Background: an optimization exercise with open tools, aiming at small area. Do not read the settings as production practice. Function was checked by simulation only, so behaviour that the tests miss may differ from the original. Power is estimated from default activity; no workload was simulated.

==> flow/design.v <==
package ts_pkg;
    localparam int TS_PKT_LEN  = 188;
    localparam int PID_INDEX_W = 12;
    typedef struct packed {
        logic [3:0] except_idx;
        logic       descram;
        logic [6:0] match_idx;
    } pid_index_t;
    typedef enum logic [2:0] {
        RD_IDLE  = 3'b001,
        RD_PRIME = 3'b010,
        RD_SEND  = 3'b100
    } rd_state_e;
endpackage
module pkt_dpram #(
    parameter int DEPTH  = 188,
    parameter int DATA_W = 8
) (
    input  logic              clk,
    input  logic              shift,
    input  logic              shift_n,
    input  logic [DATA_W-1:0] din,
    output logic [DATA_W-1:0] dout
);
    logic [DEPTH*DATA_W-1:0] sr;
    logic [DEPTH*DATA_W-1:0] sr_in;
    assign sr_in = {sr[(DEPTH-1)*DATA_W-1:0], din};
    always_ff @(posedge clk) begin
        sr <= ~((sr_in | {(DEPTH*DATA_W){shift_n}}) & (sr | {(DEPTH*DATA_W){shift}}));
    end
    assign dout = sr[DEPTH*DATA_W-1 -: DATA_W];
endmodule
module filter_pkt_out #(
    parameter int PKT_LEN    = ts_pkg::TS_PKT_LEN,
    parameter int ADDR_W     = 9,
    parameter int DROP_CNT_W = 16
) (
    input  logic                   clk,
    input  logic                   rst,
    input  logic                   ts_valid,
    input  logic [7:0]             ts_data,
    input  logic                   ts_sop,
    input  logic [ADDR_W-1:0]      dram_waddr,
    input  logic                   filter_eop,
    input  logic                   pid_find,
    input  logic [ts_pkg::PID_INDEX_W-1:0] pid_index,
    input  logic                   out_ready,
    output logic                   out_valid,
    output logic [7:0]             out_data,
    output logic                   out_sop,
    output logic                   out_eop,
    output logic [ts_pkg::PID_INDEX_W-1:0] out_index,
    output logic [DROP_CNT_W-1:0]  drop_cnt
);
    localparam int               OFF_W    = ADDR_W - 1;
    localparam logic [OFF_W-1:0] LAST_OFF = OFF_W'(PKT_LEN - 1);
    ts_pkg::rd_state_e              state_q, state_d;
    logic [1:0]             bank_full_q, bank_full_d;
    logic [1:0][ts_pkg::PID_INDEX_W-1:0] idx_q;
    logic                   wr_drop_q, wr_drop_d;
    logic                   older_q;
    logic                   rd_bank_q;
    logic [OFF_W-1:0]       rd_off_q;
    logic [DROP_CNT_W-1:0]  drop_cnt_q, drop_cnt_d;
    logic                   wr_bank;
    logic                   sop_in;
    logic                   wr_en;
    logic                   rd_en;
    logic                   commit;
    logic                   last_beat;
    logic                   sending;
    logic [7:0]             head0, head1;
    logic                   phase_q;
    logic                   shift0, shift1;
    logic [7:0]             din_enc;
    assign wr_bank = dram_waddr[ADDR_W-1];
    assign sop_in  = ts_valid & ts_sop;
    assign wr_drop_d = sop_in ? bank_full_q[wr_bank] : wr_drop_q;
    assign wr_en     = ts_valid & ~wr_drop_d;
    assign sending   = (state_q == ts_pkg::RD_SEND);
    assign last_beat = (rd_off_q == LAST_OFF);
    assign rd_en     = sending & out_ready;
    assign commit    = filter_eop & pid_find & ~wr_drop_q;
    assign shift0  = (wr_en & ~wr_bank) | (rd_en & ~rd_bank_q);
    assign shift1  = (wr_en & wr_bank) | (rd_en & rd_bank_q);
    assign din_enc = ts_data ^ {8{phase_q}};
    pkt_dpram #(.DEPTH(PKT_LEN), .DATA_W(8)) u_bank0 (
        .clk     (clk),
        .shift   (shift0),
        .shift_n (~shift0),
        .din     (din_enc),
        .dout    (head0)
    );
    pkt_dpram #(.DEPTH(PKT_LEN), .DATA_W(8)) u_bank1 (
        .clk     (clk),
        .shift   (shift1),
        .shift_n (~shift1),
        .din     (din_enc),
        .dout    (head1)
    );
    always_comb begin
        bank_full_d = bank_full_q;
        drop_cnt_d  = drop_cnt_q;
        if (rd_en && last_beat) begin
            bank_full_d[rd_bank_q] = 1'b0;
        end
        if (commit) begin
            bank_full_d[wr_bank] = 1'b1;
        end
        if (filter_eop && pid_find && wr_drop_q && drop_cnt_q != '1) begin
            drop_cnt_d = drop_cnt_q + DROP_CNT_W'(1);
        end
    end
    always_comb begin
        state_d = state_q;
        unique case (state_q)
            ts_pkg::RD_IDLE:  if (|bank_full_q) state_d = ts_pkg::RD_PRIME;
            ts_pkg::RD_PRIME: state_d = ts_pkg::RD_SEND;
            ts_pkg::RD_SEND:  if (out_ready && last_beat) state_d = ts_pkg::RD_IDLE;
            default:          state_d = ts_pkg::RD_IDLE;
        endcase
    end
    assign out_valid = sending;
    assign out_sop   = (rd_off_q == '0);
    assign out_eop   = last_beat;
    assign out_data  = (rd_bank_q ? head1 : head0) ^ {8{phase_q}};
    assign out_index = idx_q[rd_bank_q];
    assign drop_cnt  = drop_cnt_q;
    always_ff @(posedge clk or posedge rst) begin
        if (rst) begin
            state_q     <= ts_pkg::RD_IDLE;
            phase_q     <= 1'b0;
            bank_full_q <= '0;
            drop_cnt_q  <= '0;
        end else begin
            state_q     <= state_d;
            phase_q     <= ~phase_q;
            bank_full_q <= bank_full_d;
            drop_cnt_q  <= drop_cnt_d;
        end
    end
    always_ff @(posedge clk) begin
        wr_drop_q <= wr_drop_d;
        if (commit) begin
            idx_q[wr_bank] <= pid_index;
            if (bank_full_q[~wr_bank]) older_q <= ~wr_bank;
        end
        if (state_q == ts_pkg::RD_IDLE) begin
            rd_bank_q <= (&bank_full_q) ? older_q : bank_full_q[1];
            rd_off_q  <= '0;
        end else if (rd_en && !last_beat) begin
            rd_off_q  <= rd_off_q + OFF_W'(1);
        end
    end
endmodule
export LEC_CHECK = 0
export CAP_MARGIN = 20
export CORE_MARGIN = 2
export CORE_UTILIZATION = 70
export SLEW_MARGIN = 20
export SYNTH_HIERARCHICAL = 1
create_clock -name core_clock -period 8.0 [get_ports {clk}]
standard.sh (not shown) runs the stock make flow with config.mk's settings and CLKGATE_MAP_FILE= SYNTH_SCRIPT=/design/flow/synth_recipe.tcl, a recipe that flattens the netlist after the stock synthesis.
==> flow/flow/run.sh <==
#!/bin/bash
# Standard ORFS layout with two changes:
#  - clock tree: no dummy loads, clkbuf_8 leaf buffers driving clusters of up to 20 flip-flops
#  - port buffers: the smallest buffer (buf_1) instead of the resizer's default choice
# The full make output goes to flow_make.log; ORFS's per-step logs stay under orfs/logs.
set -euo pipefail
export CTS_ARGS="-sink_clustering_enable -repair_clock_nets -dont_use_dummy_load -buf_list sky130_fd_sc_hd__clkbuf_8 -sink_clustering_size 20 -sink_clustering_max_diameter 50"
export BUFFER_PORTS_ARGS="-buffer_cell sky130_fd_sc_hd__buf_1"
bash standard.sh > flow_make.log 2>&1
Edit:
--- a/flow/design.v
+++ b/flow/design.v
@@ -51,13 +51,13 @@
     output logic                   out_eop,
     output logic [ts_pkg::PID_INDEX_W-1:0] out_index,
     output logic [DROP_CNT_W-1:0]  drop_cnt
 );
     localparam int               OFF_W    = ADDR_W - 1;
     localparam logic [OFF_W-1:0] LAST_OFF = OFF_W'(PKT_LEN - 1);
-    ts_pkg::rd_state_e              state_q, state_d;
+    logic                   prime_q, send_q;
     logic [1:0]             bank_full_q, bank_full_d;
     logic [1:0][ts_pkg::PID_INDEX_W-1:0] idx_q;
     logic                   wr_drop_q, wr_drop_d;
     logic                   older_q;
     logic                   rd_bank_q;
     logic [OFF_W-1:0]       rd_off_q;
@@ -74,13 +74,13 @@
     logic                   shift0, shift1;
     logic [7:0]             din_enc;
     assign wr_bank = dram_waddr[ADDR_W-1];
     assign sop_in  = ts_valid & ts_sop;
     assign wr_drop_d = sop_in ? bank_full_q[wr_bank] : wr_drop_q;
     assign wr_en     = ts_valid & ~wr_drop_d;
-    assign sending   = (state_q == ts_pkg::RD_SEND);
+    assign sending   = send_q;
     assign last_beat = (rd_off_q == LAST_OFF);
     assign rd_en     = sending & out_ready;
     assign commit    = filter_eop & pid_find & ~wr_drop_q;
     assign shift0  = (wr_en & ~wr_bank) | (rd_en & ~rd_bank_q);
     assign shift1  = (wr_en & wr_bank) | (rd_en & rd_bank_q);
     assign din_enc = ts_data ^ {8{phase_q}};
@@ -108,47 +108,40 @@
             bank_full_d[wr_bank] = 1'b1;
         end
         if (filter_eop && pid_find && wr_drop_q && drop_cnt_q != '1) begin
             drop_cnt_d = drop_cnt_q + DROP_CNT_W'(1);
         end
     end
-    always_comb begin
-        state_d = state_q;
-        unique case (state_q)
-            ts_pkg::RD_IDLE:  if (|bank_full_q) state_d = ts_pkg::RD_PRIME;
-            ts_pkg::RD_PRIME: state_d = ts_pkg::RD_SEND;
-            ts_pkg::RD_SEND:  if (out_ready && last_beat) state_d = ts_pkg::RD_IDLE;
-            default:          state_d = ts_pkg::RD_IDLE;
-        endcase
-    end
     assign out_valid = sending;
     assign out_sop   = (rd_off_q == '0);
     assign out_eop   = last_beat;
     assign out_data  = (rd_bank_q ? head1 : head0) ^ {8{phase_q}};
     assign out_index = idx_q[rd_bank_q];
     assign drop_cnt  = drop_cnt_q;
     always_ff @(posedge clk or posedge rst) begin
         if (rst) begin
-            state_q     <= ts_pkg::RD_IDLE;
+            prime_q     <= 1'b0;
+            send_q      <= 1'b0;
             phase_q     <= 1'b0;
             bank_full_q <= '0;
             drop_cnt_q  <= '0;
         end else begin
-            state_q     <= state_d;
+            prime_q     <= ~prime_q & ~send_q & (|bank_full_q);
+            send_q      <= prime_q | (send_q & ~(out_ready & last_beat));
             phase_q     <= ~phase_q;
             bank_full_q <= bank_full_d;
             drop_cnt_q  <= drop_cnt_d;
         end
     end
     always_ff @(posedge clk) begin
         wr_drop_q <= wr_drop_d;
         if (commit) begin
             idx_q[wr_bank] <= pid_index;
             if (bank_full_q[~wr_bank]) older_q <= ~wr_bank;
         end
-        if (state_q == ts_pkg::RD_IDLE) begin
+        if (~prime_q & ~send_q) begin
             rd_bank_q <= (&bank_full_q) ? older_q : bank_full_q[1];
             rd_off_q  <= '0;
         end else if (rd_en && !last_beat) begin
             rd_off_q  <= rd_off_q + OFF_W'(1);
         end
     end
Utilization barely changes.
Final cell count stays flat.
Sequential cell count decreases by 1.
Cell area stays flat.
Total power increases by about 22%.
Worst setup slack gains 0.032 ns.
Routed wire length decreases by 1.2%.
Die area barely changes.
Area after synthesis stays flat.
Count of clock-buffer cells in the layout decreases by 1.
Sequential share of layout area is about the same.
Global-route usage decreases by 0.25 points.

## static timing again, ports no longer ideal
The results above use ideal ports. As a check the final layouts listed here were re-extracted and re-timed, cells and wires unchanged. Step 1 assumes that a clkbuf_16 drives the clock port and a buf_2 every other input. Step 2 adds t to the input delays and takes it off the output delays; t is the mean of the earliest and latest rising clock arrival at the registers after step 1. Input paths then give back, and output paths get back, about the clock's delay inside the block. Three values: no drivers, after step 1, after step 2; two values: the first two.
run	shift t [ns]	slack for setup (ns)	hold WS [ns]	worst slew at a driven data input, ns
the first run	0.951	3.758 / 3.692 / 3.146	0.393 / 0.393 / 0.393	0.17
the second run	0.950	3.790 / 3.720 / 3.097	0.395 / 0.395 / 0.395	0.10
After both steps setup and hold are still met in every run listed. The setup slack of the second run, which loses most, moves by -0.070 ns with the drivers and by -0.693 ns with both steps.
